Background: an optimization exercise with open tools, aiming at small area and a short achievable clock period. Do not read the settings as production practice. RTL that was checked went through simulation tests only; none was proved equivalent to the original. Only the layout flow was run in run 1; the RTL was not checked for function there. Power is estimated from default activity; no workload was simulated.

==> flow/design.v <==
package fpcvt_pkg;
    localparam int FLAG_W        = 3;
    localparam int FLAG_INVALID  = 2;
    localparam int FLAG_OVERFLOW = 1;
    localparam int FLAG_INEXACT  = 0;
    localparam int FP64_BIAS = 1023;
endpackage
`timescale 1ns/10ps
module fp64_to_int64 #(
    parameter int TAG_W = 4
) (
    input  logic                          clk,
    input  logic                          load,
    input  logic [63:0]                   in_data,
    input  logic [TAG_W-1:0]              in_tag,
    output logic [63:0]                   q_word,
    output logic                          q_sign,
    output logic [fpcvt_pkg::FLAG_W-1:0]  q_flags,
    output logic [TAG_W-1:0]              q_tag,
    output logic [6:0]                    q_blk
);
    logic        s;
    logic [10:0] e;
    logic [51:0] m;
    logic        m_nz;
    logic        is_nan, in_rng, shifted, sat, exact_min, below_one, at_one;
    logic [5:0]  amt;
    logic [64:0] sh [0:6];
    logic [51:0] fmask;
    logic        inexact_n;
    logic [63:0] nxt_word;
    logic [fpcvt_pkg::FLAG_W-1:0] nxt_flags;
    logic [6:0]  nxt_blk;
    assign s = in_data[63];
    assign e = in_data[62:52];
    assign m = in_data[51:0];
    assign m_nz = |m;
    assign is_nan    = (e == 11'h7ff) && m_nz;
    assign in_rng    = e[10] && (e[9:6] == 4'd0);
    assign shifted   = in_rng && (e[5:1] != 5'h1f);
    assign sat       = e[10] && !shifted && !is_nan;
    assign exact_min = (e == 11'd1086) && s && !m_nz;
    assign below_one = !e[10] && (e[9:0] != 10'h3ff);
    assign at_one    = !e[10] && (e[9:0] == 10'h3ff);
    assign amt   = ~e[5:0];
    assign sh[0] = {1'b1, m, 12'd0};
    for (genvar j = 0; j < 6; j++) begin : g_sh
        localparam int D = 1 << (5 - j);
        assign sh[j+1] = amt[5-j] ? {{D{1'b0}}, sh[j][64:D]} : sh[j];
    end
    always_comb begin
        for (int i = 0; i < 52; i++) begin
            fmask[i] = e[5:0] < 6'(51 - i);
        end
    end
    assign inexact_n = |(m & fmask);
    always_comb begin
        nxt_word = '0;
        if (shifted) nxt_word = sh[6][63:0];
        if (at_one)  nxt_word[0] = 1'b1;
        if (sat)     nxt_word = s ? 64'h8000_0000_0000_0000 : 64'h7fff_ffff_ffff_ffff;
    end
    always_comb begin
        nxt_flags = '0;
        nxt_flags[fpcvt_pkg::FLAG_INVALID]  = is_nan;
        nxt_flags[fpcvt_pkg::FLAG_OVERFLOW] = sat && !exact_min;
        nxt_flags[fpcvt_pkg::FLAG_INEXACT]  = (below_one && ((e != 11'd0) || m_nz))
                                            || (at_one && m_nz)
                                            || (shifted && inexact_n);
    end
    always_comb begin
        for (int b = 0; b < 7; b++) begin
            nxt_blk[b] = |nxt_word[8*b +: 8];
        end
    end
    always_ff @(posedge clk) begin
        if (load) begin
            q_word  <= nxt_word;
            q_sign  <= s;
            q_flags <= nxt_flags;
            q_tag   <= in_tag;
            q_blk   <= nxt_blk;
        end
    end
endmodule
`timescale 1ns/10ps
module int64_to_fp64 #(
    parameter int TAG_W = 4
) (
    input  logic                 clk,
    input  logic                 load,
    input  logic [63:0]          in_data,
    input  logic [TAG_W-1:0]     in_tag,
    output logic [63:0]          q_word,
    output logic                 q_sticky,
    output logic [TAG_W-1:0]     q_tag,
    output logic [5:0]           q_blk
);
    logic        s;
    logic [63:0] x;
    logic [63:0] d;
    logic [5:0]  lzd;
    logic [63:0] xs [0:6];
    logic        low_nz;
    logic        is_zero;
    logic        pow2neg, pow2neg_v;
    logic [10:0] exp_v;
    logic [63:0] nxt_word;
    logic [5:0]  nxt_blk;
    assign x = in_data;
    assign s = x[63];
    assign d[0] = 1'b1;
    assign d[63:1] = x[63:1] ^ x[62:0];
    lzc64 u_lzc (.v(d), .cnt(lzd));
    assign xs[0] = x;
    for (genvar j = 0; j < 6; j++) begin : g_sh
        localparam int D = 1 << (5 - j);
        assign xs[j+1] = lzd[5-j] ? {xs[j][63-D:0], {D{1'b0}}} : xs[j];
    end
    assign low_nz  = |xs[6][9:0];
    assign is_zero = (x == 64'd0);
    onehot0_63 u_oh (.v(d[63:1]), .ok(pow2neg_v));
    assign pow2neg = s && pow2neg_v;
    assign exp_v   = 11'd1085 - 11'(lzd) + 11'(pow2neg);
    always_comb begin
        nxt_word = {s, exp_v, xs[6][61:10]};
        if (is_zero) nxt_word = '0;
    end
    always_comb begin
        for (int b = 0; b < 6; b++) begin
            nxt_blk[b] = |xs[6][10 + 8*b +: 8];
        end
        nxt_blk[0] = nxt_blk[0] | low_nz;
    end
    always_ff @(posedge clk) begin
        if (load) begin
            q_word    <= nxt_word;
            q_sticky  <= low_nz;
            q_tag     <= in_tag;
            q_blk     <= nxt_blk;
        end
    end
endmodule
module lzc64 (
    input  logic [63:0] v,
    output logic [5:0]  cnt
);
    logic [31:0] v1;  logic [0:0] c1 [0:31];
    logic [15:0] v2;  logic [1:0] c2 [0:15];
    logic [7:0]  v3;  logic [2:0] c3 [0:7];
    logic [3:0]  v4;  logic [3:0] c4 [0:3];
    logic [1:0]  v5;  logic [4:0] c5 [0:1];
    always_comb begin
        for (int i = 0; i < 32; i++) begin
            v1[i] = v[2*i+1] | v[2*i];
            c1[i] = !v[2*i+1];
        end
        for (int i = 0; i < 16; i++) begin
            v2[i] = v1[2*i+1] | v1[2*i];
            c2[i] = v1[2*i+1] ? {1'b0, c1[2*i+1]} : {1'b1, c1[2*i]};
        end
        for (int i = 0; i < 8; i++) begin
            v3[i] = v2[2*i+1] | v2[2*i];
            c3[i] = v2[2*i+1] ? {1'b0, c2[2*i+1]} : {1'b1, c2[2*i]};
        end
        for (int i = 0; i < 4; i++) begin
            v4[i] = v3[2*i+1] | v3[2*i];
            c4[i] = v3[2*i+1] ? {1'b0, c3[2*i+1]} : {1'b1, c3[2*i]};
        end
        for (int i = 0; i < 2; i++) begin
            v5[i] = v4[2*i+1] | v4[2*i];
            c5[i] = v4[2*i+1] ? {1'b0, c4[2*i+1]} : {1'b1, c4[2*i]};
        end
        cnt = v5[1] ? {1'b0, c5[1]} : {1'b1, c5[0]};
    end
endmodule
module onehot0_63 (
    input  logic [62:0] v,
    output logic        ok
);
    logic [63:0] a0, m0;
    logic [31:0] a1, m1;
    logic [15:0] a2, m2;
    logic [7:0]  a3, m3;
    logic [3:0]  a4, m4;
    logic [1:0]  a5, m5;
    always_comb begin
        a0 = {1'b0, v};
        m0 = '0;
        for (int i = 0; i < 32; i++) begin
            a1[i] = a0[2*i+1] | a0[2*i];
            m1[i] = a0[2*i+1] & a0[2*i];
        end
        for (int i = 0; i < 16; i++) begin
            a2[i] = a1[2*i+1] | a1[2*i];
            m2[i] = m1[2*i+1] | m1[2*i] | (a1[2*i+1] & a1[2*i]);
        end
        for (int i = 0; i < 8; i++) begin
            a3[i] = a2[2*i+1] | a2[2*i];
            m3[i] = m2[2*i+1] | m2[2*i] | (a2[2*i+1] & a2[2*i]);
        end
        for (int i = 0; i < 4; i++) begin
            a4[i] = a3[2*i+1] | a3[2*i];
            m4[i] = m3[2*i+1] | m3[2*i] | (a3[2*i+1] & a3[2*i]);
        end
        for (int i = 0; i < 2; i++) begin
            a5[i] = a4[2*i+1] | a4[2*i];
            m5[i] = m4[2*i+1] | m4[2*i] | (a4[2*i+1] & a4[2*i]);
        end
        ok = !(m5[1] | m5[0] | (a5[1] & a5[0]));
    end
endmodule
`timescale 1ns/10ps
module result_arbiter #(
    parameter int TAG_W = 4
) (
    input  logic                         clk,
    input  logic                         rst,
    input  logic                         f2i_valid,
    output logic                         f2i_ready,
    input  logic                         i2f_valid,
    output logic                         i2f_ready,
    output logic                         load0,
    output logic                         load1,
    input  logic [63:0]                  word0,
    input  logic                         sign0,
    input  logic [fpcvt_pkg::FLAG_W-1:0] flags0,
    input  logic [TAG_W-1:0]             tag0,
    input  logic [6:0]                   blk0,
    input  logic [63:0]                  word1,
    input  logic                         sticky1,
    input  logic [TAG_W-1:0]             tag1,
    input  logic [5:0]                   blk1,
    output logic                         res_valid,
    input  logic                         res_ready,
    output logic [63:0]                  res_data,
    output logic [fpcvt_pkg::FLAG_W-1:0] res_flags,
    output logic [TAG_W-1:0]             res_tag,
    output logic                         res_src
);
    logic held0, held1, prio, grant1;
    logic n_held0, n_held1, n_prio;
    logic take0, take1, xfer;
    logic [63:0] below0, below1;
    logic [63:0] r0, r1;
    assign res_valid = held0 | held1;
    assign res_src   = grant1;
    assign take0     = res_ready & !grant1;
    assign take1     = res_ready & grant1;
    assign f2i_ready = !held0 | take0;
    assign i2f_ready = !held1 | take1;
    assign load0     = f2i_valid & f2i_ready;
    assign load1     = i2f_valid & i2f_ready;
    assign xfer      = res_valid & res_ready;
    always_comb begin
        n_held0 = load0 | (held0 & !take0);
        n_held1 = load1 | (held1 & !take1);
        n_prio  = xfer ? !grant1 : prio;
        if (rst) begin
            n_held0 = 1'b0;
            n_held1 = 1'b0;
            n_prio  = 1'b0;
        end
    end
    always_ff @(posedge clk) begin
        held0  <= n_held0;
        held1  <= n_held1;
        prio   <= n_prio;
        grant1 <= n_held1 & (!n_held0 | n_prio);
    end
    function automatic [63:0] below_of;
        input [63:0] v;
        input [6:0]  blk;
        input        st;
        logic [7:0]  pb;
        pb[0] = st;
        for (int b = 1; b < 8; b++) pb[b] = |(blk & 7'((1 << b) - 1));
        for (int i = 0; i < 64; i++) begin
            below_of[i] = pb[i / 8];
            for (int j = (i / 8) * 8; j < i; j++) below_of[i] = below_of[i] | v[j];
        end
    endfunction
    assign below0 = below_of(word0, blk0, 1'b0);
    assign below1 = below_of({12'd0, word1[51:0]}, {1'b0, blk1}, sticky1);
    assign r0 = word0 ^ ({64{sign0}} & below0);
    assign r1 = {word1[63:52], word1[51:0] ^ ({52{word1[63]}} & below1[51:0])};
    assign res_data  = grant1 ? r1 : r0;
    assign res_flags = grant1 ? {2'b00, sticky1} : flags0;
    assign res_tag   = grant1 ? tag1 : tag0;
endmodule
`timescale 1ns/10ps
module fpcvt_top #(
    parameter int TAG_W = 4
) (
    input  logic                         clk,
    input  logic                         rst,
    input  logic                         f2i_valid,
    output logic                         f2i_ready,
    input  logic [63:0]                  f2i_data,
    input  logic [TAG_W-1:0]             f2i_tag,
    input  logic                         i2f_valid,
    output logic                         i2f_ready,
    input  logic [63:0]                  i2f_data,
    input  logic [TAG_W-1:0]             i2f_tag,
    output logic                         res_valid,
    input  logic                         res_ready,
    output logic [63:0]                  res_data,
    output logic [fpcvt_pkg::FLAG_W-1:0] res_flags,
    output logic [TAG_W-1:0]             res_tag,
    output logic                         res_src
);
    logic                         load0, load1;
    logic [63:0]                  word0, word1;
    logic                         sign0, sticky1;
    logic [fpcvt_pkg::FLAG_W-1:0] flags0;
    logic [TAG_W-1:0]             tag0, tag1;
    logic [6:0]                   blk0;
    logic [5:0]                   blk1;
    fp64_to_int64 #(.TAG_W(TAG_W)) u_f2i (
        .clk     (clk),
        .load    (load0),
        .in_data (f2i_data),
        .in_tag  (f2i_tag),
        .q_word  (word0),
        .q_sign  (sign0),
        .q_flags (flags0),
        .q_tag   (tag0),
        .q_blk   (blk0)
    );
    int64_to_fp64 #(.TAG_W(TAG_W)) u_i2f (
        .clk       (clk),
        .load      (load1),
        .in_data   (i2f_data),
        .in_tag    (i2f_tag),
        .q_word    (word1),
        .q_sticky  (sticky1),
        .q_tag     (tag1),
        .q_blk     (blk1)
    );
    result_arbiter #(.TAG_W(TAG_W)) u_arb (
        .clk       (clk),
        .rst       (rst),
        .f2i_valid (f2i_valid),
        .f2i_ready (f2i_ready),
        .i2f_valid (i2f_valid),
        .i2f_ready (i2f_ready),
        .load0     (load0),
        .load1     (load1),
        .word0     (word0),
        .sign0     (sign0),
        .flags0    (flags0),
        .tag0      (tag0),
        .blk0      (blk0),
        .word1     (word1),
        .sticky1   (sticky1),
        .tag1      (tag1),
        .blk1      (blk1),
        .res_valid (res_valid),
        .res_ready (res_ready),
        .res_data  (res_data),
        .res_flags (res_flags),
        .res_tag   (res_tag),
        .res_src   (res_src)
    );
endmodule
==> flow/flow/run.sh <==
#!/bin/bash
# The standard layout, with the port buffers made as buf_4 cells instead of
# the buffer_ports default (a slow delay cell on this platform).
set -euo pipefail
export BUFFER_PORTS_ARGS="-buffer_cell sky130_fd_sc_hd__buf_4"
bash standard.sh > flow_standard.log 2>&1
==> flow/standard.sh <==
#!/bin/bash
# synth_recipe.tcl (not shown) runs the flow's synth.tcl, then flattens the netlist and writes it again
# the make line also repeats each setting of config.mk as NAME=value (left out here)
make -C /OpenROAD-flow-scripts/flow DESIGN_CONFIG=/design/flow/config.mk WORK_HOME=/design/flow/orfs CLKGATE_MAP_FILE= SYNTH_SCRIPT=/design/flow/synth_recipe.tcl "${@:-finish}"
==> flow/config.mk <==
export PLATFORM = sky130hd
export DESIGN_NAME = fpcvt_top
export DESIGN_NICKNAME = fpcvt_top
export VERILOG_FILES = /design/flow/design.v
export SDC_FILE = /design/flow/constraint.sdc
export NUM_CORES = 4
export LEC_CHECK = 0
export ABC_AREA = 1
export CAP_MARGIN = 20
export CORE_MARGIN = 2
export CORE_UTILIZATION = 40
export SETUP_SLACK_MARGIN = 2.8
export SLEW_MARGIN = 20
==> flow/constraint.sdc <==
create_clock -name core_clock -period 7.0 [get_ports {clk}]
set_input_delay 1.4000 -clock core_clock [delete_from_list [all_inputs] [get_ports {clk}]]
set_output_delay 1.4000 -clock core_clock [all_outputs]
set_load 0.01 [all_outputs]
==> flow_summary.ini, run 1 <==
[outcome]
status = finished clean

[timing]
relSlewSlack_pct = 32.9
clock_skew_ns = 0.0170
slew_viol_final = 0
rsz0062_at_grt = true
period_needed_ns = 4.43
hold_viol_final = 0
worst_slack_ns = 2.57
setup_tns_ns = 0
period_share_pct = 63.2
final-setup-viol-count = 0
tightest_slew_ns = 1.01
max_freq_ghz = 0.226

[floorplan]
die-area_mm2 = 0.0492
num_rows = 79
io_pins = 216
initial_core_util_pct = 40.7
core_mm2 = 0.0467
die_h_um = 222
dieWidth_um = 222

[final_layout]
utilization_pct = 50.4
nNetsFinal = 3612
area_growth_pct = 23.9
drive_gt1_share_pct = 17.4

[hold_path]
min_path_cells = 2
min_path_type = reg -> reg
worstHoldStart = u_arb.prio
holdPathEnd = u_arb.prio

[synth]
yosysTopAreaCell = edfxtp_1
ys_warn_count = 12
syn_avg_cell_area_um2 = 5.87
synth_seq_area_share_pct = 24.8
synth-edff-count = 154
async_reset_ff_share_pct = 0
syn_inst = 3237
syn_nets = 3412
synth_flop_cell = edfxtp_1
ys_top_cells_by_area = edfxtp_1, nand2_1, nand3_1, o21ai_0, nor2_1
synth.most_common_cell = nand2_1
synth_seq_cells = 158
yosys-top-cells-count = nand2_1, nand3_1, nor2_1
yosys.area.top_type_share_pct = 24.4
syn_area_mm2 = 0.0190
yosysUniqueCellTypes = 62

[clocking]
clkLatencyLatePin_ns = 0.47
cts_hold_buf = 0
cts.sinks = 158
cts_buffer_depth = 2
root_buffer = clkbuf_16
cts_tree = done
path_clk_slew_ns = 0.08
cts-buffers-inserted = 17
htreeDepth = 4

[routing]
drc = 0
num_vias = 23800
drtIter0Drc = 2927
first_pass_iters = 20
wl_per_cell_um = 21.8
wl_mm = 88.4
via_per_inst = 5.86
ant_nets = 0

[worst_setup_path]
r2r_cells = 5
max_stage_delay_ns = 0.44
start_kind = register
cp_max_fo = 4
crit_type = reg -> out
r2r_setup_slack_ns = 4.29
worst_setup_path_end_kind = primary output
reg2reg_to = u_f2i.q_word[62]
critPathArrivalTime_ns = 3.03
crit_required_ns = 5.60
r2r-start = u_arb.grant1
cp_cell_sequence = nor2_4 > nand2_4 > inv_4 > nand2_8 > nor2_4 > nand2_2 > nor2_4 > buf_4 > buf_6 > buf_4 > buf_4 > buf_4 > buf_6 > buf_6 > buf_6 > buf_6 > buf_6 > o21ai_2 > a31oi_2 > buf_4
cpMaxStageDelayCell = edfxtp_1
crit_top_cell = buf_6

[global_routing]
groute.usage.overall_pct = 33.8
grt_pass1_wl_mm = 128
grt_max_degree = 76
antenna_found_initial = 0
grt_pass1_vias = 21100
grt-ovfl-total = 0

[power]
ir_worst_vdd_mv = 0.151
power.static_leakage_nw = 11.0
power.density_mw_per_mm2 = 160
totalPowerFinal_mw = 3.76

[placed_design]
numPortBuffers = 215
gp_congestion = 1.05
pre_cts_ws_ns = 1.43
hpwlAfterDp_mm = 66.6

[run]
maxCapViolCount = 0
[layout make-up]
class,count,area (um2)
fillers,4945,23100
multi-input cells,2582,13200
flip-flops and latches,158,4710
repair buffers,341,2940
inverters,335,1320
well taps,607,759
clock buffers,17,425
clock inverters,15,210
repair inverters,2,12.5
diodes,1,2.50
[how the worst max path moves through the flow]
| stage | start | end | slack (ns) | cells after the start |
|---|---|---|---|---|
| after detailed placement | i2f_data[44] | u_i2f.q_blk[4] | 1.43 | 21 |
| after global placement | i2f_data[43] | u_i2f.q_blk[4] | 1.44 | 21 |
| after CTS | u_f2i.q_blk[0] | res_data[63] | 2.56 | 18 |
| after floorplan | i2f_data[62] | u_i2f.q_word[54] | 2.91 | 17 |
| after global routing | u_f2i.q_blk[1] | res_data[58] | 2.44 | 20 |
| final | u_f2i.q_blk[0] | res_data[58] | 2.57 | 20 |
[where the power goes]
group          switching (mW)  internal (mW)  leakage, nW  total [mW]
clock network           0.463          0.522        0.309       0.985
logic                    1.03          0.540         9.19        1.57
registers              0.0572           1.15         1.52        1.21
[cells in the final DEF, fill, tap and decap left out, types with 17 or more instances in the layout]
master	synthesis	routed
edfxtp_1	154	154
o21ai_0	303	258
inv_1	319	300
nand3_1	422	415
nor4_1	22	21
buf_4	7	304
ha_1	34	33
nand4_1	38	38
nand2_2	5	20
o21ai_2	1	25
nor2_2	8	25
nor2_4	2	18
o22ai_1	52	51
o21ai_1	11	24
nor2_1	323	291
a21oi_2	1	29
o211ai_1	39	39
nand2_1	1016	989
a21oi_1	115	83
mux2i_1	19	19
inv_2	13	22
clkbuf_16	0	22
buf_6	7	17
[cells by family (layout without fill, tap and decap cells)]
group,count (synthesis),in the layout,synth area share (%)
fa+ha+maj,34,34,2.24
flops,158,158,24.8
mux,21,21,1.12
compound gates,599,599,17.9
buf+inv,506,710,10.7
xor+xnor,22,22,1.01
simple gates,1897,1906,42.2
other cells,0,1,0
[metal layers]
metal | up-vias | share of wire, % | global-route usage [%]
met5 | - | 0 | 0
met4 | 0 | 2.4 | 8.44
met3 | 132 | 9.4 | 5.76
met2 | 1215 | 42 | 49.6
met1 | 11200 | 46 | 50.9
li1 | 11300 | - | -
[repair_timing]
item,CTS,global route
cloned,8,12
setup buffers,31,63
resized for setup,146,165
pin swaps,16,47
setup endpoints to repair,188,165
[flip-flops by register name (all words and copies together) (netlist names)]
register,flops
u_arb.prio,1
u_i2f.q_sticky,1
u_arb.held0,1
u_i2f.q_word,64
u_f2i.q_blk,7
u_f2i.q_flags,3
u_f2i.q_sign,1
u_i2f.q_tag,4
u_f2i.q_tag,4
u_arb.grant1,1
u_arb.held1,1
u_i2f.q_blk,6
u_f2i.q_word,64
[worst max-delay path: cells and delay by family (launching register included)]
family	cells	cell delay [ns]
buf+inv	12	1.13
simple gates	6	0.70
flops	1	0.44
compound gates	2	0.28
[through the flow]
stage	std cells	area, um2	hold WS (ns)
4_1_cts	3982	22300	0.511
3_3_place_gp	3911	20800	0.463
5_1_grt	4057	23500	0.550
6_report	4058	23500	0.511
2_1_floorplan	3237	19000	0.446
3_5_place_dp	3911	20800	0.490
==> run 2, diff against run 1 <==
--- a/flow/design.v
+++ b/flow/design.v
@@ -16,8 +16,7 @@
     output logic [63:0]                   q_word,
     output logic                          q_sign,
     output logic [fpcvt_pkg::FLAG_W-1:0]  q_flags,
-    output logic [TAG_W-1:0]              q_tag,
-    output logic [6:0]                    q_blk
+    output logic [TAG_W-1:0]              q_tag
 );
     logic        s;
     logic [10:0] e;
@@ -26,11 +25,10 @@
     logic        is_nan, in_rng, shifted, sat, exact_min, below_one, at_one;
     logic [5:0]  amt;
     logic [64:0] sh [0:6];
-    logic [51:0] fmask;
+    logic [6:0]  st;
     logic        inexact_n;
     logic [63:0] nxt_word;
     logic [fpcvt_pkg::FLAG_W-1:0] nxt_flags;
-    logic [6:0]  nxt_blk;
     assign s = in_data[63];
     assign e = in_data[62:52];
     assign m = in_data[51:0];
@@ -44,16 +42,13 @@
     assign at_one    = !e[10] && (e[9:0] == 10'h3ff);
     assign amt   = ~e[5:0];
     assign sh[0] = {1'b1, m, 12'd0};
+    assign st[0] = 1'b0;
     for (genvar j = 0; j < 6; j++) begin : g_sh
         localparam int D = 1 << (5 - j);
         assign sh[j+1] = amt[5-j] ? {{D{1'b0}}, sh[j][64:D]} : sh[j];
+        assign st[j+1] = st[j] | (amt[5-j] & (|sh[j][D-1:0]));
     end
-    always_comb begin
-        for (int i = 0; i < 52; i++) begin
-            fmask[i] = e[5:0] < 6'(51 - i);
-        end
-    end
-    assign inexact_n = |(m & fmask);
+    assign inexact_n = st[6];
     always_comb begin
         nxt_word = '0;
         if (shifted) nxt_word = sh[6][63:0];
@@ -68,18 +63,12 @@
                                             || (at_one && m_nz)
                                             || (shifted && inexact_n);
     end
-    always_comb begin
-        for (int b = 0; b < 7; b++) begin
-            nxt_blk[b] = |nxt_word[8*b +: 8];
-        end
-    end
     always_ff @(posedge clk) begin
         if (load) begin
             q_word  <= nxt_word;
             q_sign  <= s;
             q_flags <= nxt_flags;
             q_tag   <= in_tag;
-            q_blk   <= nxt_blk;
         end
     end
 endmodule
@@ -93,8 +82,7 @@
     input  logic [TAG_W-1:0]     in_tag,
     output logic [63:0]          q_word,
     output logic                 q_sticky,
-    output logic [TAG_W-1:0]     q_tag,
-    output logic [5:0]           q_blk
+    output logic [TAG_W-1:0]     q_tag
 );
     logic        s;
     logic [63:0] x;
@@ -103,10 +91,9 @@
     logic [63:0] xs [0:6];
     logic        low_nz;
     logic        is_zero;
-    logic        pow2neg, pow2neg_v;
+    logic        pow2neg;
     logic [10:0] exp_v;
     logic [63:0] nxt_word;
-    logic [5:0]  nxt_blk;
     assign x = in_data;
     assign s = x[63];
     assign d[0] = 1'b1;
@@ -119,25 +106,14 @@
     end
     assign low_nz  = |xs[6][9:0];
     assign is_zero = (x == 64'd0);
-    onehot0_63 u_oh (.v(d[63:1]), .ok(pow2neg_v));
-    assign pow2neg = s && pow2neg_v;
+    assign pow2neg = s && !(|(~x[63:1] & x[62:0]));
     assign exp_v   = 11'd1085 - 11'(lzd) + 11'(pow2neg);
-    always_comb begin
-        nxt_word = {s, exp_v, xs[6][61:10]};
-        if (is_zero) nxt_word = '0;
-    end
-    always_comb begin
-        for (int b = 0; b < 6; b++) begin
-            nxt_blk[b] = |xs[6][10 + 8*b +: 8];
-        end
-        nxt_blk[0] = nxt_blk[0] | low_nz;
-    end
+    assign nxt_word = {s, exp_v & {11{!is_zero}}, xs[6][61:10]};
     always_ff @(posedge clk) begin
         if (load) begin
             q_word    <= nxt_word;
             q_sticky  <= low_nz;
             q_tag     <= in_tag;
-            q_blk     <= nxt_blk;
         end
     end
 endmodule
@@ -174,42 +150,6 @@
         cnt = v5[1] ? {1'b0, c5[1]} : {1'b1, c5[0]};
     end
 endmodule
-module onehot0_63 (
-    input  logic [62:0] v,
-    output logic        ok
-);
-    logic [63:0] a0, m0;
-    logic [31:0] a1, m1;
-    logic [15:0] a2, m2;
-    logic [7:0]  a3, m3;
-    logic [3:0]  a4, m4;
-    logic [1:0]  a5, m5;
-    always_comb begin
-        a0 = {1'b0, v};
-        m0 = '0;
-        for (int i = 0; i < 32; i++) begin
-            a1[i] = a0[2*i+1] | a0[2*i];
-            m1[i] = a0[2*i+1] & a0[2*i];
-        end
-        for (int i = 0; i < 16; i++) begin
-            a2[i] = a1[2*i+1] | a1[2*i];
-            m2[i] = m1[2*i+1] | m1[2*i] | (a1[2*i+1] & a1[2*i]);
-        end
-        for (int i = 0; i < 8; i++) begin
-            a3[i] = a2[2*i+1] | a2[2*i];
-            m3[i] = m2[2*i+1] | m2[2*i] | (a2[2*i+1] & a2[2*i]);
-        end
-        for (int i = 0; i < 4; i++) begin
-            a4[i] = a3[2*i+1] | a3[2*i];
-            m4[i] = m3[2*i+1] | m3[2*i] | (a3[2*i+1] & a3[2*i]);
-        end
-        for (int i = 0; i < 2; i++) begin
-            a5[i] = a4[2*i+1] | a4[2*i];
-            m5[i] = m4[2*i+1] | m4[2*i] | (a4[2*i+1] & a4[2*i]);
-        end
-        ok = !(m5[1] | m5[0] | (a5[1] & a5[0]));
-    end
-endmodule
 `timescale 1ns/10ps
 module result_arbiter #(
     parameter int TAG_W = 4
@@ -226,11 +166,9 @@
     input  logic                         sign0,
     input  logic [fpcvt_pkg::FLAG_W-1:0] flags0,
     input  logic [TAG_W-1:0]             tag0,
-    input  logic [6:0]                   blk0,
     input  logic [63:0]                  word1,
     input  logic                         sticky1,
     input  logic [TAG_W-1:0]             tag1,
-    input  logic [5:0]                   blk1,
     output logic                         res_valid,
     input  logic                         res_ready,
     output logic [63:0]                  res_data,
@@ -270,18 +208,19 @@
     end
     function automatic [63:0] below_of;
         input [63:0] v;
-        input [6:0]  blk;
         input        st;
-        logic [7:0]  pb;
-        pb[0] = st;
-        for (int b = 1; b < 8; b++) pb[b] = |(blk & 7'((1 << b) - 1));
-        for (int i = 0; i < 64; i++) begin
-            below_of[i] = pb[i / 8];
-            for (int j = (i / 8) * 8; j < i; j++) below_of[i] = below_of[i] | v[j];
+        logic [63:0] p;
+        p = {v[62:0], st};
+        for (int l = 0; l < 6; l++) begin
+            for (int i = 0; i < 64; i++) begin
+                if ((i >> l) & 1)
+                    p[i] = p[i] | p[((i >> l) << l) - 1];
+            end
         end
+        below_of = p;
     endfunction
-    assign below0 = below_of(word0, blk0, 1'b0);
-    assign below1 = below_of({12'd0, word1[51:0]}, {1'b0, blk1}, sticky1);
+    assign below0 = below_of(word0, 1'b0);
+    assign below1 = below_of({12'd0, word1[51:0]}, sticky1);
     assign r0 = word0 ^ ({64{sign0}} & below0);
     assign r1 = {word1[63:52], word1[51:0] ^ ({52{word1[63]}} & below1[51:0])};
     assign res_data  = grant1 ? r1 : r0;
@@ -314,8 +253,6 @@
     logic                         sign0, sticky1;
     logic [fpcvt_pkg::FLAG_W-1:0] flags0;
     logic [TAG_W-1:0]             tag0, tag1;
-    logic [6:0]                   blk0;
-    logic [5:0]                   blk1;
     fp64_to_int64 #(.TAG_W(TAG_W)) u_f2i (
         .clk     (clk),
         .load    (load0),
@@ -324,8 +261,7 @@
         .q_word  (word0),
         .q_sign  (sign0),
         .q_flags (flags0),
-        .q_tag   (tag0),
-        .q_blk   (blk0)
+        .q_tag   (tag0)
     );
     int64_to_fp64 #(.TAG_W(TAG_W)) u_i2f (
         .clk       (clk),
@@ -334,8 +270,7 @@
         .in_tag    (i2f_tag),
         .q_word    (word1),
         .q_sticky  (sticky1),
-        .q_tag     (tag1),
-        .q_blk     (blk1)
+        .q_tag     (tag1)
     );
     result_arbiter #(.TAG_W(TAG_W)) u_arb (
         .clk       (clk),
@@ -350,11 +285,9 @@
         .sign0     (sign0),
         .flags0    (flags0),
         .tag0      (tag0),
-        .blk0      (blk0),
         .word1     (word1),
         .sticky1   (sticky1),
         .tag1      (tag1),
-        .blk1      (blk1),
         .res_valid (res_valid),
         .res_ready (res_ready),
         .res_data  (res_data),
==> flow/flow/run.sh (replaced) <==
#!/bin/bash
# The standard layout, with the port buffers made as buf_1 cells instead of
# the buffer_ports default (a slow delay cell on this platform).
set -euo pipefail
export BUFFER_PORTS_ARGS="-buffer_cell sky130_fd_sc_hd__buf_1"
bash standard.sh > flow_standard.log 2>&1
==> flow_summary.ini, run 2 <==
[final_layout]
area_growth_pct = 18.2
top_regs = u_f2i.q_word x64, u_i2f.q_word x64
drive_gt1_share_pct = 11.9
fin_cells = 3675
final_common_cell = nand2_1
final_cell_mix = nand2_1, nand3_1, inv_1, o21ai_0, buf_1
nNetsFinal = 3253
fillers = 4666
antenna_cells = 0

[synth]
syn_avg_cell_area_um2 = 5.99
async_reset_ff_share_pct = 0
synth_flop_cell = edfxtp_1
syn_inst = 2908
syn_area_mm2 = 0.0174
yosys.area.top_type_share_pct = 24.3
synth.most_common_cell = nand2_1
syn_nets = 3084
synth-edff-count = 141
synth_seq_cells = 145
synth_seq_area_share_pct = 24.8
ys_top_cells_by_area = edfxtp_1, nand2_1, nand3_1, o21ai_0, inv_1
yosysTopAreaCell = edfxtp_1
yosysUniqueCellTypes = 57
ys_warn_count = 11
yosys-top-cells-count = nand2_1, nand3_1, o21ai_0

[clocking]
htreeDepth = 4
path_clk_slew_ns = 0.07
cts_tree = done
cts_buffer_depth = 2
root_buffer = clkbuf_16
clkLatencyLatePin_ns = 0.44
cts-buffers-inserted = 17
cts.sinks = 145

[routing]
drc = 0
first_pass_iters = 8
ant_nets = 0
drtIter0Drc = 2366
wl_mm = 75.8
via_per_inst = 5.82
num_vias = 21400
wl_per_cell_um = 20.6

[timing]
final-setup-viol-count = 0
max_freq_ghz = 0.231
period_needed_ns = 4.33
relSlewSlack_pct = 37.4
tightest_slew_ns = 0.939
clock_skew_ns = 0.00668
setup_tns_ns = 0
slew_viol_final = 0
rsz0062_at_grt = true
hold_viol_final = 0
period_share_pct = 61.8
worst_slack_ns = 2.67

[worst_setup_path]
critPathArrivalTime_ns = 2.93
max_stage_delay_ns = 0.45
cpMaxStageDelayCell = edfxtp_1
cp_max_fo = 6
worst_setup_path_end_kind = primary output
r2r_setup_slack_ns = 4.48
crit_required_ns = 5.60
crit_type = reg -> out
start_kind = register
critPathTopFamily = simple AND/OR/NAND/NOR gates
critical_path_buf_inv_count = 4
crit_top_cell = nor2_4
cp_cell_sequence = or2_4 > nor2_4 > nand2_2 > nor2_4 > nand4_4 > inv_2 > nand3_2 > nor2_4 > buf_4 > inv_4 > nand2_2 > o21ai_0 > o22ai_1 > buf_2

[placed_design]
gp_congestion = 1.05
numPortBuffers = 215
pre_cts_ws_ns = 1.79
dp_cells = 3570
hpwlAfterDp_mm = 58.8

[hold_path]
min_path_type = reg -> reg

[power]
internal_power_mw = 1.94
ir_worst_vdd_mv = 0.155
power.share.clock_pct = 28.1
power.switching_mw = 1.32
power.density_mw_per_mm2 = 158
power.static_leakage_nw = 9.26
p_comb_share_pct = 37.5
totalPowerFinal_mw = 3.26
p_sw_share_pct = 40.4
seqPwrFrac_pct = 34.3

[global_routing]
antenna_found_initial = 0
grt-ovfl-total = 0
grt_pass1_wl_mm = 111
grt_max_degree = 73
grt_pass1_vias = 19200
groute.usage.overall_pct = 32.4

[floorplan]
core_mm2 = 0.0430
io_pins = 216
dieWidth_um = 213
num_rows = 76
initial_core_util_pct = 40.5
die_h_um = 213
die-area_mm2 = 0.0452

[outcome]
status = finished clean

[run]
maxCapViolCount = 0
run 2: stage by stage:
step           hold WS [ns]  area (um2)  utilization, %
2_1_floorplan         0.446       17400               -
3_3_place_gp          0.462       18500            43.1
3_5_place_dp          0.476       18500            43.1
4_1_cts               0.493       19800            46.0
5_1_grt               0.549       20600            47.9
6_report              0.488       20600            47.9
run 2: cell type report:
class                           instances  area (um2)  share of cell area [%]
Clock buffer                           17         425                    2.07
Clock inverter                         15         161                   0.784
Inverter                              308        1180                    5.71
Multi-Input combinational cell       2286       11900                    57.7
Sequential cell                       145        4320                    21.0
Tap cell                              585         732                    3.55
Timing Repair Buffer                  318        1890                    9.20
Timing Repair inverter                  1        7.51                  0.0365
run 2: kinds of logic after synthesis:
group | share of synthesized area (%)
compound gates | 18.4
xor+xnor | 1.16
fa+ha+maj | 2.51
buf+inv | 10.8
flops | 24.8
mux | 1.96
simple gates | 40.4
run 2: repair_timing:
action	in CTS	in global routing
gates cloned	1	4
pin swaps	35	52
buffers inserted	35	33
hold buffers	0	0
gates resized for setup	150	160
endpoints found under the setup margin	173	182
run 2: path summary, 6_finish.rpt:
| path | start | end | cells after the start |
|---|---|---|---|
| setup / recovery | u_i2f.q_word[8] | res_data[31] | 14 |
| hold / removal | u_arb.prio | u_arb.prio | 2 |
| setup reg to reg | u_arb.grant1 | u_f2i.q_word[63] | 5 |
| hold reg to reg | u_arb.prio | u_arb.prio | 2 |
run 2: power groups by stage:
stage / Clock, mW / Sequential [mW] / Combinational, mW
after detailed placement: 0 / 1.13 / 1.10
after floorplan: 0 / 1.11 / 0.730
after CTS: 0.940 / 1.12 / 1.15
final: 0.916 / 1.12 / 1.22
after global placement: 0 / 1.13 / 1.10
after global routing: 0.969 / 1.13 / 1.35
run 2: worst reg2reg max path, delay by kind of cell (launching register included):
family / cells / cell delay (ns)
flops: 1 / 0.32
simple gates: 1 / 0.13
buf+inv: 3 / 1.35
compound gates: 1 / 0.28
run 2: layer usage:
metal / vias up / wire length [um] / GRT usage (%)
li1: 10300 / - / -
met1: 10000 / 35400 / 47.5
met2: 971 / 31300 / 46.5
met3: 140 / 6520 / 6.99
met4: 0 / 2530 / 11.1
met5: - / 0 / 0
==> run 3, diff against run 2 <==
--- a/flow/config.mk
+++ b/flow/config.mk
@@ -9,5 +9,5 @@
 export CAP_MARGIN = 20
 export CORE_MARGIN = 2
 export CORE_UTILIZATION = 40
-export SETUP_SLACK_MARGIN = 2.8
+export SETUP_SLACK_MARGIN = 2.2
 export SLEW_MARGIN = 20
==> flow_summary.ini, run 3 <==
[timing]
hold_slack_ns = 0.494
slew_viol_final = 0
max_freq_ghz = 0.216
rsz0062_at_grt = false
clock_skew_ns = 0.00719
worst_slack_ns = 2.37
period_needed_ns = 4.63
period_share_pct = 66.1
relSlewSlack_pct = 34.9
tightest_slew_ns = 0.976
setup_tns_ns = 0
final-setup-viol-count = 0
hold_viol_final = 0

[power]
power.switching_mw = 1.28
internal_power_mw = 1.90
p_comb_share_pct = 36.0
power.share.clock_pct = 28.9
power.density_mw_per_mm2 = 165
power.static_leakage_nw = 8.63
p_sw_share_pct = 40.3
seqPwrFrac_pct = 35.1
ir_worst_vdd_mv = 0.146

[worst_setup_path]
cp-startpoint = u_i2f.q_word[7]
r2r_cells = 4
r2r_setup_slack_ns = 4.49
cpMaxStageDelayCell = edfxtp_1
critPathTopFamily = simple AND/OR/NAND/NOR gates
worst-path-stages = 16
max_stage_delay_ns = 0.44
reg2reg_to = u_i2f.q_word[52]
critPathArrivalTime_ns = 3.23
cp_cell_sequence = or2_2 > nor2_1 > nand2_1 > nor2_1 > nand4_2 > inv_2 > nand3_1 > nor2_4 > buf_4 > nand2_1 > nor2_1 > nor2_1 > nand2_1 > nand3_1 > nand2_1 > buf_1
crit_required_ns = 5.60
cp_max_fo = 7
start_kind = register
critical_path_buf_inv_count = 3
endpoint = res_data[38]
worst_setup_path_end_kind = primary output
r2r-start = u_arb.grant1
crit_type = reg -> out

[routing]
via_per_inst = 5.77
drtIter0Drc = 2219
drc = 0
first_pass_iters = 6
num_vias = 20800
wl_mm = 73.3
wl_per_cell_um = 20.3
ant_nets = 0

[synth]
synth_seq_cells = 145
yosys.area.top_type_share_pct = 24.3
ys_warn_count = 11
syn_avg_cell_area_um2 = 5.99
syn_area_mm2 = 0.0174
yosysTopAreaCell = edfxtp_1
synth_seq_area_share_pct = 24.8
synth-edff-count = 141
syn_inst = 2908
ys_top_cells_by_area = edfxtp_1, nand2_1, nand3_1, o21ai_0, inv_1
yosysUniqueCellTypes = 57
synth_flop_cell = edfxtp_1
synth.most_common_cell = nand2_1
yosys-top-cells-count = nand2_1, nand3_1, o21ai_0
async_reset_ff_share_pct = 0
syn_nets = 3084

[clocking]
path_clk_slew_ns = 0.07
root_buffer = clkbuf_16
htreeDepth = 4
cts-buffers-inserted = 17
clkLatencyLatePin_ns = 0.44
cts_buffer_depth = 2
cts.sinks = 145
cts_tree = done

[placed_design]
gp_congestion = 1.05
hpwlAfterDp_mm = 58.8
numPortBuffers = 215
place_area_mm2 = 0.0185
dp_cells = 3570
pre_cts_ws_ns = 1.79

[floorplan]
initial_core_util_pct = 40.5
io_pins = 216
num_rows = 76
die_h_um = 213
dieWidth_um = 213
die-area_mm2 = 0.0452
core_mm2 = 0.0430

[run]
maxCapViolCount = 0

[final_layout]
final_cell_mix = nand2_1, nand3_1, o21ai_0, inv_1, buf_1
top_regs = u_f2i.q_word x64, u_i2f.q_word x64
drive_gt1_share_pct = 4.85
final_area_mm2 = 0.0193
fin_cells = 3613
nNetsFinal = 3191
fillers = 4765
antenna_cells = 0
area_growth_pct = 10.8
final_common_cell = nand2_1

[hold_path]
min_path_type = reg -> reg

[global_routing]
groute.usage.overall_pct = 31.9
grt_max_degree = 73
grt_pass1_vias = 18800
grt_pass1_wl_mm = 109
grt-ovfl-total = 0
antenna_found_initial = 1

[outcome]
status = finished clean
==> run 3: cell types whose count changed in the layout (fill, tap and decap cells not counted), sizes merged <==
cell / previous run / this run
buf: 297 / 253
clkbuf: 38 / 22
clkinvlp: 4 / 2
inv: 313 / 314
nor2: 200 / 199
==> run 3: worst min-delay path by stage <==
stage,start,endpoint,slack (ns),cells after the start
5_1_grt,u_arb.prio,u_arb.prio,0.55,2
3_3_place_gp,u_arb.prio,u_arb.prio,0.46,2
2_1_floorplan,u_arb.prio,u_arb.prio,0.45,2
6_report,u_arb.prio,u_arb.prio,0.49,2
4_1_cts,u_arb.prio,u_arb.prio,0.49,2
3_5_place_dp,u_arb.prio,u_arb.prio,0.48,2
==> run 3: metrics by stage <==
step	power, mW	utilization, %
after floorplan	1.84	-
after global placement	2.23	43.1
after detailed placement	2.24	43.1
after CTS	3.17	44.6
after global routing	3.36	44.9
final	3.18	44.9
==> run 3: tightest hold or removal path, cell delays in order, from the launching register on <==
cell,delay [ns]
dfxtp_1,0.31
a21oi_1,0.07
nor2_1,0.08
==> run 3: cells by family (layout without fill, tap and decap cells) <==
logic type      Yosys count  after routing  synth area share, %
compound gates          567            567                 18.4
xor+xnor                 23             23                 1.16
fa+ha+maj                35             35                 2.51
buf+inv                 478            598                 10.8
flops                   145            145                 24.8
mux                      34             34                 1.96
simple gates           1626           1626                 40.4
==> run 3: area by class of cell <==
class,count,area (um2),area share (%)
flip-flops and latches,145,4320,22.4
multi-input cells,2285,11400,58.9
inverters,308,1160,6.01
well taps,585,732,3.79
repair buffers,258,1140,5.92
clock inverters,15,161,0.836
clock buffers,17,425,2.20
==> run 3: power groups by stage <==
stage                     clock network [mW]  logic [mW]  registers [mW]
after floorplan                            0       0.730            1.11
after global placement                     0        1.10            1.13
after detailed placement                   0        1.10            1.13
after CTS                              0.940        1.12            1.12
after global routing                   0.970        1.27            1.12
final                                  0.918        1.15            1.12
==> run 3: layer usage <==
metal / part of all wire [%] / global-route usage (%)
met4: 3.1 / 10.7
met5: 0.018 / 0
met3: 8.7 / 6.68
met1: 47 / 47.2
met2: 41 / 45.5
==> run 3: timing repair <==
action	CTS	global route
endpoints found under the setup margin	29	120
resized for setup	15	24
gates cloned	0	0
hold buffers	0	0
pin swaps	1	3
buffers inserted	5	6
==> run 4, diff against run 3 <==
--- a/flow/config.mk
+++ b/flow/config.mk
@@ -9,5 +9,5 @@
 export CAP_MARGIN = 20
 export CORE_MARGIN = 2
 export CORE_UTILIZATION = 40
-export SETUP_SLACK_MARGIN = 2.2
+export SETUP_SLACK_MARGIN = 3.0
 export SLEW_MARGIN = 20
==> flow_summary.ini, run 4 <==
[synth]
yosysUniqueCellTypes = 57
synth_seq_area_share_pct = 24.8
yosys.area.top_type_share_pct = 24.3
async_reset_ff_share_pct = 0
synth_flop_cell = edfxtp_1
synth-edff-count = 141
syn_inst = 2908
yosysTopAreaCell = edfxtp_1
syn_nets = 3084
synth_seq_cells = 145
ys_top_cells_by_area = edfxtp_1, nand2_1, nand3_1, o21ai_0, inv_1
syn_avg_cell_area_um2 = 5.99
yosys-top-cells-count = nand2_1, nand3_1, o21ai_0
synth.most_common_cell = nand2_1
ys_warn_count = 11
syn_area_mm2 = 0.0174

[run]
maxCapViolCount = 0

[timing]
relSlewSlack_pct = 35.4
max_freq_ghz = 0.232
setup_tns_ns = 0
tightest_slew_ns = 0.969
hold_viol_final = 0
slew_viol_final = 0
period_share_pct = 61.5
period_needed_ns = 4.31
clock_skew_ns = 0.00895
rsz0062_at_grt = true
final-setup-viol-count = 0

[clocking]
root_buffer = clkbuf_16
htreeDepth = 4
path_clk_slew_ns = 0.07
clkLatencyLatePin_ns = 0.45
cts_hold_buf = 0
cts_tree = done
cts_buffer_depth = 2
cts-buffers-inserted = 17
cts.sinks = 145

[hold_path]
min_path_cells = 2
worstHoldStart = u_arb.prio
min_path_type = reg -> reg
holdPathEnd = u_arb.prio

[worst_setup_path]
crit_required_ns = 5.60
r2r_setup_slack_ns = 4.43
cp_max_fo = 8
critPathArrivalTime_ns = 2.91
start_kind = register
r2r_cells = 4
crit_type = reg -> out
r2r-start = u_arb.grant1
worst_setup_path_end_kind = primary output
reg2reg_to = u_i2f.q_word[52]

[routing]
ant_nets = 0
drc = 0
wl_per_cell_um = 20.7
via_per_inst = 5.84
first_pass_iters = 6
drtIter0Drc = 2453
wl_mm = 77.1
num_vias = 21700

[floorplan]
num_rows = 76
core_mm2 = 0.0430
die_h_um = 213
die-area_mm2 = 0.0452
io_pins = 216
initial_core_util_pct = 40.5
dieWidth_um = 213

[global_routing]
groute.usage.overall_pct = 32.8
antenna_found_initial = 0
grt_max_degree = 73
grt-ovfl-total = 0
grt_pass1_wl_mm = 113
grt_pass1_vias = 19300

[power]
p_sw_share_pct = 40.4
internal_power_mw = 1.98
totalPowerFinal_mw = 3.32
power.density_mw_per_mm2 = 155
ir_worst_vdd_mv = 0.135
p_comb_share_pct = 38.5
seqPwrFrac_pct = 33.8
power.static_leakage_nw = 9.72
power.switching_mw = 1.34
power.share.clock_pct = 27.8

[placed_design]
hpwlAfterDp_mm = 58.8
numPortBuffers = 215
gp_congestion = 1.05

[final_layout]
top_regs = u_f2i.q_word x64, u_i2f.q_word x64
area_growth_pct = 23.1
antenna_cells = 0
nNetsFinal = 3301
final_common_cell = nand2_1
drive_gt1_share_pct = 15.8
final_cell_mix = nand2_1, nand3_1, inv_1, o21ai_0, nor2_1

[outcome]
status = finished clean
## run 4: how the worst max path moves through the flow
stage | endpoint | from | depth (start not counted) | slack [ns]
finish | res_data[47] | u_f2i.q_word[1] | 14 | 2.69
global route | res_data[47] | u_f2i.q_word[15] | 16 | 2.53
CTS | res_data[46] | u_i2f.q_word[16] | 13 | 2.68
detailed placement | u_f2i.q_word[19] | f2i_data[55] | 13 | 1.79
global placement | u_f2i.q_word[11] | f2i_data[55] | 13 | 1.90
floorplan | u_i2f.q_word[56] | i2f_data[54] | 19 | 3.01
## run 4: kinds of logic after synthesis
group | Yosys count | share of synthesized area [%]
simple gates | 1626 | 40.4
flops | 145 | 24.8
fa+ha+maj | 35 | 2.51
xor+xnor | 23 | 1.16
compound gates | 567 | 18.4
mux | 34 | 1.96
buf+inv | 478 | 10.8
## run 4: metal layers
metal,vias up,wire [um],GRT usage (%)
li1,10400,-,-
met1,10200,35500,48.2
met2,994,32300,47.4
met3,135,6970,7.15
met4,0,2290,10.4
met5,-,0,0
## run 4: critical path, cell delays in order, from the launching register on
cell and delay [ns]:
edfxtp_1 0.43, nor3_4 0.27, nand4_1 0.22, nor2_4 0.19, nand3_4 0.15, nor2_4 0.15, buf_8 0.15, buf_12 0.11
nand2_8 0.08, nand2_4 0.09, buf_6 0.11, a21oi_1 0.05, o21ai_1 0.16, o21ai_2 0.12, buf_2 0.16
## run 4: power groups by stage
stage / combinational, mW / sequential [mW] / clock [mW]
floorplan: 0.730 / 1.11 / 0
global placement: 1.10 / 1.13 / 0
detailed placement: 1.10 / 1.13 / 0
CTS: 1.18 / 1.12 / 0.940
global route: 1.40 / 1.13 / 0.970
finish: 1.28 / 1.12 / 0.921
## run 4: repair_timing
action / in CTS / in global routing
cloned: 4 / 3
pin swaps: 55 / 77
endpoints found under the setup margin: 183 / 185
setup buffers: 55 / 59
resized for setup: 240 / 213
## run 4: layout make-up
cell class / instances / area [um2]
fill: 4551 / 21500
multi-input combinational: 2286 / 12100
sequential: 145 / 4320
timing repair buffer: 366 / 2510
inverter: 308 / 1180
tap: 585 / 732
clock buffer: 17 / 425
clock inverter: 15 / 161
timing repair inverter: 1 / 7.51
## run 4: stage by stage
stage | hold slack, ns | worst slack [ns] | utilization [%] | cells | instance area (um2)
6_report | 0.505 | 2.69 | 49.9 | 3723 | 21400
5_1_grt | 0.549 | 2.53 | 49.9 | 3723 | 21400
4_1_cts | 0.493 | 2.68 | 47.2 | 3661 | 20300
3_3_place_gp | 0.462 | 1.90 | 43.1 | 3570 | 18500
2_1_floorplan | 0.446 | 3.01 | - | 2908 | 17400
3_5_place_dp | 0.476 | 1.79 | 43.1 | 3570 | 18500
==> run 5, diff against run 4 <==
--- a/flow/config.mk
+++ b/flow/config.mk
@@ -9,5 +9,5 @@
 export CAP_MARGIN = 20
 export CORE_MARGIN = 2
 export CORE_UTILIZATION = 40
-export SETUP_SLACK_MARGIN = 3.0
+export SETUP_SLACK_MARGIN = 2.5
 export SLEW_MARGIN = 20
==> flow_summary.ini, run 5 <==
[outcome]
status = finished clean

[synth]
yosysUniqueCellTypes = 57
synth_seq_area_share_pct = 24.8
ys_top_cells_by_area = edfxtp_1, nand2_1, nand3_1, o21ai_0, inv_1
synth_seq_cells = 145
syn_nets = 3084
synth-edff-count = 141
ys_warn_count = 11
syn_inst = 2908
yosys.area.top_type_share_pct = 24.3
syn_avg_cell_area_um2 = 5.99
syn_area_mm2 = 0.0174
synth.most_common_cell = nand2_1
synth_flop_cell = edfxtp_1
async_reset_ff_share_pct = 0
yosys-top-cells-count = nand2_1, nand3_1, o21ai_0
yosysTopAreaCell = edfxtp_1

[routing]
ant_nets = 0
num_vias = 21000
drc = 0
wl_per_cell_um = 20.3
via_per_inst = 5.78
first_pass_iters = 6
wl_mm = 74.0
drtIter0Drc = 2353

[hold_path]
min_path_type = reg -> reg

[worst_setup_path]
crit_required_ns = 5.60
worst_setup_path_end_kind = primary output
cp_max_fo = 3
start_kind = register
critPathArrivalTime_ns = 3.03
crit_type = reg -> out

[timing]
slew_viol_final = 0
clock_skew_ns = 0.00766
max_freq_ghz = 0.226
final-setup-viol-count = 0
hold_viol_final = 0
period_needed_ns = 4.43
rsz0062_at_grt = true
relSlewSlack_pct = 36.6
setup_tns_ns = 0
period_share_pct = 63.3
tightest_slew_ns = 0.951
worst_slack_ns = 2.57
hold_slack_ns = 0.491

[final_layout]
final_cell_mix = nand2_1, nand3_1, o21ai_0, inv_1, buf_1
area_growth_pct = 13.4
utilization_pct = 46.0
final_common_cell = nand2_1
drive_gt1_share_pct = 6.82
top_regs = u_f2i.q_word x64, u_i2f.q_word x64
antenna_cells = 0
nNetsFinal = 3215

[run]
maxCapViolCount = 0

[global_routing]
grt-ovfl-total = 0
groute.usage.overall_pct = 32.0
grt_pass1_wl_mm = 110
grt_pass1_vias = 18800
antenna_found_initial = 1
grt_max_degree = 73

[floorplan]
core_mm2 = 0.0430
initial_core_util_pct = 40.5
io_pins = 216
die-area_mm2 = 0.0452
die_h_um = 213
dieWidth_um = 213
num_rows = 76

[clocking]
cts_buffer_depth = 2
cts-buffers-inserted = 17
clkLatencyLatePin_ns = 0.44
path_clk_slew_ns = 0.07
cts.sinks = 145
cts_tree = done
root_buffer = clkbuf_16
htreeDepth = 4
cts_hold_buf = 0

[power]
power.density_mw_per_mm2 = 162
power.static_leakage_nw = 8.81
ir_worst_vdd_mv = 0.147

[placed_design]
hpwlAfterDp_mm = 58.8
numPortBuffers = 215
pre_cts_ws_ns = 1.79
gp_congestion = 1.05
run 5: cell count changes in the layout (fill, tap and decap cells not counted), moves of 17 or more:
cell      previous run  this run
buf_1              136       204
buf_2               37         1
buf_4              104        54
buf_6               36         8
clkbuf_2            30         6
inv_1              269       287
nand2_1            787       817
nand2_2             38        14
nand3_1            471       490
nand3_2             21         2
nor2_1             154       176
o21ai_0            255       297
o21ai_1             36        19
o21ai_2             31         7
run 5: what timing repair did:
action                     CTS  global route
pin swaps                    6            23
buffers inserted            11            21
setup endpoints to repair  124           152
gates resized for setup     35            86
cloned                       0             3
run 5: path summary, 6_finish.rpt:
path,end,start,slack (ns),depth (start not counted)
setup / recovery,res_data[63],u_f2i.q_word[31],2.57,16
hold / removal,u_arb.prio,u_arb.prio,0.49,2
setup reg to reg,u_i2f.q_word[52],u_arb.grant1,4.49,4
hold reg to reg,u_arb.prio,u_arb.prio,0.49,2
run 5: critical path, stage by stage (launching register included):
cell	delay, ns
edfxtp_1	0.44
inv_1	0.11
nand2_1	0.08
nor2_2	0.15
nand2_2	0.10
nor3_4	0.24
nand2_2	0.11
nor3_4	0.20
nand2_2	0.09
nor2_4	0.17
buf_4	0.17
buf_4	0.12
nand4_1	0.13
nand3_1	0.12
nand3_1	0.08
o21ai_0	0.11
buf_1	0.19
run 5: cells by family (layout without fill, tap and decap cells):
family	count (synthesis)	after routing	synth area share (%)
and+or+nand+nor	1626	1627	40.4
buffers and inverters	478	621	10.8
adders and majority gates	35	35	2.51
AOI/OAI and AO/OA	567	567	18.4
xor gates and xnor gates	23	23	1.16
DFF	145	145	24.8
muxes	34	34	1.96
run 5: per-layer routing:
metal	routed length, um	GRT usage, %	vias up
li1	-	-	10200
met1	35200	47.3	9804
met2	30300	45.7	903
met3	6060	6.69	131
met4	2360	10.7	4
met5	45	0	-
run 5: power by group:
group / total [mW] / switching (mW) / internal (mW) / leakage (nW)
clock: 0.919 / 0.412 / 0.507 / 0.288
sequential: 1.12 / 0.0580 / 1.06 / 1.41
combinational: 1.16 / 0.821 / 0.343 / 7.11
run 5: final cells by class:
class                           instances  area, um2
Inverter                              308       1180
Tap cell                              585        732
Multi-Input combinational cell       2286      11500
Clock inverter                         15        161
Timing Repair inverter                  2       12.5
Clock buffer                           17        425
Sequential cell                       145       4320
Fill cell                            4743      23200
Timing Repair Buffer                  279       1390
run 5: stage by stage:
step / area (um2) / power (mW) / cells
finish: 19800 / 3.20 / 3637
global route: 19800 / 3.38 / 3637
CTS: 19300 / 3.18 / 3613
detailed placement: 18500 / 2.24 / 3570
global placement: 18500 / 2.23 / 3570
floorplan: 17400 / 1.84 / 2908
==> run 6, diff against run 5 <==
--- a/flow/config.mk
+++ b/flow/config.mk
@@ -9,5 +9,6 @@
 export CAP_MARGIN = 20
 export CORE_MARGIN = 2
 export CORE_UTILIZATION = 40
+export PLACE_DENSITY = 0.75
 export SETUP_SLACK_MARGIN = 2.5
 export SLEW_MARGIN = 20
==> flow_summary.ini, run 6 <==
[floorplan]
die-area_mm2 = 0.0452
io_pins = 216
dieWidth_um = 213
core_mm2 = 0.0430
initial_core_util_pct = 40.5
die_h_um = 213
num_rows = 76

[timing]
setup_tns_ns = 0
max_freq_ghz = 0.221
period_share_pct = 64.6
clock_skew_ns = 0.00679
rsz0062_at_grt = true
period_needed_ns = 4.53
tightest_slew_ns = 1.02
final-setup-viol-count = 0
relSlewSlack_pct = 32.0
hold_viol_final = 0
slew_viol_final = 0

[synth]
synth.most_common_cell = nand2_1
ys_top_cells_by_area = edfxtp_1, nand2_1, nand3_1, o21ai_0, inv_1
synth_flop_cell = edfxtp_1
yosysUniqueCellTypes = 57
syn_area_mm2 = 0.0174
synth-edff-count = 141
ys_warn_count = 11
syn_avg_cell_area_um2 = 5.99
synth_seq_area_share_pct = 24.8
muxShareOfSynthArea_pct = 1.96
synth_seq_cells = 145
synth_top_family_by_area = simple AND/OR/NAND/NOR gates
syn_nets = 3084
syn_inst = 2908
synthAdderAreaFrac_pct = 2.51
yosys-top-cells-count = nand2_1, nand3_1, o21ai_0
yosys.area.top_type_share_pct = 24.3
synth_xor_area_share_pct = 1.16
synth_compound_area_share_pct = 18.4
synthSimpleGateAreaFrac_pct = 40.4
yosysTopAreaCell = edfxtp_1
async_reset_ff_share_pct = 0

[global_routing]
groute.usage.overall_pct = 27.9
grt_max_degree = 72
grt_pass1_vias = 17700
grt-ovfl-total = 0
grt_pass1_wl_mm = 98.6
antenna_found_initial = 0

[routing]
drtIter0Drc = 2798
wl_per_cell_um = 18.2
wl_mm = 66.1
first_pass_iters = 8
num_vias = 20900
ant_nets = 0
drc = 0
via_per_inst = 5.76

[final_layout]
antenna_cells = 0
final_cell_mix = nand2_1, nand3_1, o21ai_0, inv_1, buf_1
area_growth_pct = 12.8
final_area_mm2 = 0.0196
drive_gt1_share_pct = 6.31
utilization_pct = 45.7
top_regs = u_f2i.q_word x64, u_i2f.q_word x64
final_common_cell = nand2_1
nNetsFinal = 3206

[placed_design]
hpwlAfterDp_mm = 50.3
place_area_mm2 = 0.0185
gp_congestion = 1.06
numPortBuffers = 215

[clocking]
path_clk_slew_ns = 0.07
htreeDepth = 4
cts_tree = done
cts.sinks = 145
cts_hold_buf = 0
cts_buffer_depth = 2
root_buffer = clkbuf_16
cts-buffers-inserted = 17
clkLatencyLatePin_ns = 0.44

[worst_setup_path]
crit_required_ns = 5.60
cp_max_fo = 8
worst_setup_path_end_kind = primary output
start_kind = register
crit_type = reg -> out
critPathArrivalTime_ns = 3.13

[run]
maxCapViolCount = 0

[power]
power.density_mw_per_mm2 = 160
ir_worst_vdd_mv = 0.117
power.static_leakage_nw = 8.74

[hold_path]
min_path_type = reg -> reg

[outcome]
status = finished clean
run 6: cell types whose count changed in the layout (fill, tap and decap cells not counted), moves of 3 or more:
cell	change
clkinvlp_4	-3
buf_2	+3
o21ai_1	+3
nand2_1	+3
buf_4	-6
nand2_2	-4
buf_6	-6
run 6: critical path, stage by stage (launching register included):
cell      delay [ns]
edfxtp_1        0.42
inv_1           0.10
nand2_1         0.09
nor2_2          0.18
nand2_2         0.10
nor3_4          0.24
nand2_2         0.11
nor3_4          0.23
nand2_2         0.10
nor2_4          0.16
nand2_4         0.13
o211ai_1        0.26
nand3_1         0.19
nand2_1         0.20
buf_1           0.16
run 6: area by class of cell:
| class | instances | area (um2) |
|---|---|---|
| clock inverter | 14 | 139 |
| clock buffer | 18 | 429 |
| sequential | 145 | 4320 |
| tap | 585 | 732 |
| fill | 4648 | 23300 |
| multi-input combinational | 2289 | 11600 |
| timing repair buffer | 269 | 1300 |
| inverter | 308 | 1170 |
run 6: what timing repair did:
item                       4_1_cts  5_1_grt
pin swaps                        6       27
gates resized for setup         26       80
setup endpoints to repair       83      166
cloned                           3        2
setup buffers                   10       17
run 6: per-stage QoR:
stage	cells	hold slack (ns)	power (mW)	setup WS, ns
2_1_floorplan	2908	0.446	1.84	3.01
5_1_grt	3628	0.524	3.31	2.36
4_1_cts	3609	0.490	3.09	2.49
3_5_place_dp	3564	0.474	2.20	1.92
6_report	3628	0.488	3.13	2.47
3_3_place_gp	3564	0.466	2.20	1.91
run 6: cells by family (layout without fill, tap and decap cells):
logic type | count (synthesis) | in the layout
DFF | 145 | 145
and+or+nand+nor | 1626 | 1629
AOI/OAI and AO/OA | 567 | 568
adders and majority gates | 35 | 35
xor gates and xnor gates | 23 | 23
muxes | 34 | 34
buffers and inverters | 478 | 609
run 6: report_power, final:
group          switching (mW)  internal, mW  total [mW]
Clock                   0.416         0.472       0.889
Sequential             0.0584          1.06        1.12
Combinational           0.790         0.339        1.13
Total                    1.26          1.87        3.13
run 6: metal layers:
layer	part of all wire (%)	GRT usage, %	routed length, um	vias up
met3	9.6	3.62	6360	99
met2	43	41.9	28400	1115
met4	2.1	6.39	1410	0
met1	45	42.0	29900	9501
li1	-	-	-	10200
met5	0	0	0	-
run 6: worst paths after layout:
kind / startpoint / end / slack, ns / cells past startpoint
worst max-delay path: u_f2i.q_word[31] / res_data[48] / 2.47 / 14
worst min-delay path: u_arb.prio / u_arb.prio / 0.49 / 2
worst max register to register: u_arb.grant1 / u_f2i.q_word[59] / 4.38 / 4
worst min register to register: u_arb.prio / u_arb.prio / 0.49 / 2
==> run 7, diff against run 6 <==
--- a/flow/config.mk
+++ b/flow/config.mk
@@ -9,6 +9,6 @@
 export CAP_MARGIN = 20
 export CORE_MARGIN = 2
 export CORE_UTILIZATION = 40
-export PLACE_DENSITY = 0.75
 export SETUP_SLACK_MARGIN = 2.5
 export SLEW_MARGIN = 20
+export SYNTH_HIERARCHICAL = 1
==> flow_summary.ini, run 7 <==
[worst_setup_path]
critical_path_buf_inv_count = 6
critPathTopFamily = simple AND/OR/NAND/NOR gates
critPathArrivalTime_ns = 4.55
max_stage_delay_ns = 0.35
crit_type = in -> reg
cpMaxStageDelayCell = ha_1
cp_max_fo = 54
worst_setup_path_end_kind = register
start_kind = input pin
cp_cell_sequence = buf_1 > inv_1 > ha_1 > nor2_2 > nand3_2 > nor2_8 > nand2_4 > nor2_8 > nand3_1 > nand2_1 > inv_1 > buf_12 > inv_2 > ha_1 > inv_1 > ha_1 > nand3_1 > xor2_1 > a21oi_1
crit_required_ns = 7.11

[clocking]
cts_hold_buf = 0
cts-buffers-inserted = 17
cts.sinks = 145
htreeDepth = 4
root_buffer = clkbuf_16
clkLatencyLatePin_ns = 0.44
path_clk_slew_ns = 0.07
cts_buffer_depth = 2
cts_tree = done

[floorplan]
io_pins = 216
num_rows = 81
initial_core_util_pct = 40.5
die-area_mm2 = 0.0512
die_h_um = 226
dieWidth_um = 226
core_mm2 = 0.0488

[timing]
relSlewSlack_pct = 22.8
period_needed_ns = 4.43
period_share_pct = 63.3
max_freq_ghz = 0.226
tightest_slew_ns = 1.15
clock_skew_ns = 0.0132
hold_viol_final = 0
final-setup-viol-count = 0
setup_tns_ns = 0
rsz0062_at_grt = true
hold_slack_ns = 0.500
slew_viol_final = 0

[run]
maxCapViolCount = 0

[routing]
ant_nets = 0
drc = 0
num_vias = 23800
drtIter0Drc = 3063
wl_per_cell_um = 19.0
first_pass_iters = 9
via_per_inst = 5.69
wl_mm = 79.4

[global_routing]
antenna_found_initial = 0
groute.usage.overall_pct = 30.5
grt_pass1_wl_mm = 120
grt-ovfl-total = 0
grt_max_degree = 81
grt_pass1_vias = 20600

[power]
power.switching_mw = 1.39
ir_worst_vdd_mv = 0.175
power.density_mw_per_mm2 = 157
totalPowerFinal_mw = 3.36
internal_power_mw = 1.97
power.share.clock_pct = 27.1
p_comb_share_pct = 38.7
power.static_leakage_nw = 10.3
seqPwrFrac_pct = 34.1
p_sw_share_pct = 41.3

[synth]
syn_inst = 3445
syn_area_mm2 = 0.0198
syn_avg_cell_area_um2 = 5.74
syn_nets = 3622
ys_warn_count = 17

[final_layout]
fillers = 5544
area_growth_pct = 8.21
nNetsFinal = 3683
multi_input_area_mm2 = 0.0134
drive_gt1_share_pct = 5.80
seq_area_mm2 = 0.00432
final_cell_mix = nand2_1, nand3_1, inv_1, nor2_1, buf_1
antenna_cells = 0
top_regs = u_f2i.q_word x64, u_i2f.q_word x64
final_common_cell = nand2_1
final_area_mm2 = 0.0214

[hold_path]
min_path_type = reg -> reg

[placed_design]
place_area_mm2 = 0.0207
numPortBuffers = 215
gp_congestion = 0.997
hpwlAfterDp_mm = 62.0

[outcome]
status = finished clean
## run 7: stage by stage
step / util [%] / setup slack [ns] / instances
floorplan: - / 2.88 / 3445
global placement: 42.3 / 1.55 / 4146
detailed placement: 42.3 / 1.57 / 4146
CTS: 43.6 / 2.45 / 4179
global route: 43.8 / 2.43 / 4183
finish: 43.8 / 2.57 / 4183
## run 7: repair_timing
item | CTS | global route
setup buffers | 0 | 4
endpoints found under the setup margin | 62 | 62
gates resized for setup | 17 | 24
pin swaps | 1 | 1
cloned | 1 | 0
## run 7: area by class of cell
class                   instances  area share, %
multi-input cells            2801           62.7
flip-flops and latches        145           20.2
repair buffers                249           5.34
inverters                     292           5.19
well taps                     664           3.89
clock buffers                  17           1.99
clock inverters                15          0.714
## run 7: worst paths after layout
path / startpoint / endpoint / slack, ns / depth (start not counted)
hold reg to reg: u_arb.prio / u_arb.prio / 0.50 / 2
setup / recovery: i2f_data[36] / u_i2f.q_word[56] / 2.57 / 19
setup reg to reg: u_arb.grant1 / u_f2i.q_word[12] / 4.00 / 4
hold / removal: u_arb.prio / u_arb.prio / 0.50 / 2
## run 7: worst register-to-register path, stage by stage (launching register included)
cell and delay, ns:
dfxtp_2 0.32, inv_2 0.61, a21oi_1 0.25, nor2_4 0.81
buf_4 0.60
## run 7: metal layers
layer	up-vias	part of all wire, %	GRT usage, %
met1	10700	46	46.4
met2	1282	42	44.3
met5	-	0	0
li1	11600	-	-
met3	133	9.5	4.04
met4	0	3.0	9.19
## run 7: power by group through the flow
stage	logic (mW)	registers, mW	clock network [mW]
after floorplan	0.864	1.12	0
after global placement	1.26	1.16	0
after detailed placement	1.26	1.16	0
after CTS	1.27	1.14	0.925
after global routing	1.44	1.15	0.963
final	1.30	1.15	0.911

[what the ideal ports hide]
In the flow no input, the clock included, has a driving cell. The finished layouts below were timed again as built, in two steps.
Step 1 assumes that a clkbuf_16 drives the clock port and a buf_2 every other input.
Step 2, shift: input delay + t, output delay - t, t = (earliest + latest rising clock arrival at the registers) / 2. This alone moves slack from input paths to output paths.
a / b / c = ideal / step 1 / step 2; a / b = the first two.
| run | t (ns) | setup WS [ns] | hold WS [ns] | worst setup path at the end | pins driven straight from the clock port |
|---|---|---|---|---|---|
| run 1 | 0.511 | 2.575 / 2.521 / 2.371 | 0.511 / 0.511 / 0.511 | input to register | 1 |
| run 2 | 0.493 | 2.674 / 2.618 / 2.469 | 0.488 / 0.488 / 0.488 | input to register | 1 |
| run 3 | 0.496 | 2.374 / 2.317 / 1.956 | 0.494 / 0.494 / 0.494 | input to register | 1 |
| run 4 | 0.502 | 2.693 / 2.633 / 2.632 | 0.505 / 0.505 / 0.505 | input to register | 1 |
| run 5 | 0.493 | 2.566 / 2.511 / 2.125 | 0.491 / 0.491 / 0.491 | input to register | 1 |
| run 6 | 0.484 | 2.475 / 2.426 / 2.213 | 0.488 / 0.488 / 0.488 | input to register | 1 |
| run 7 | 0.486 | 2.568 / 2.600 / 2.113 | 0.500 / 0.500 / 0.500 | input to register | 1 |
After both steps every run listed still meets setup and hold. For run 7, which loses most, drivers alone change the setup slack by +0.032 ns; drivers and shift together by -0.455 ns.
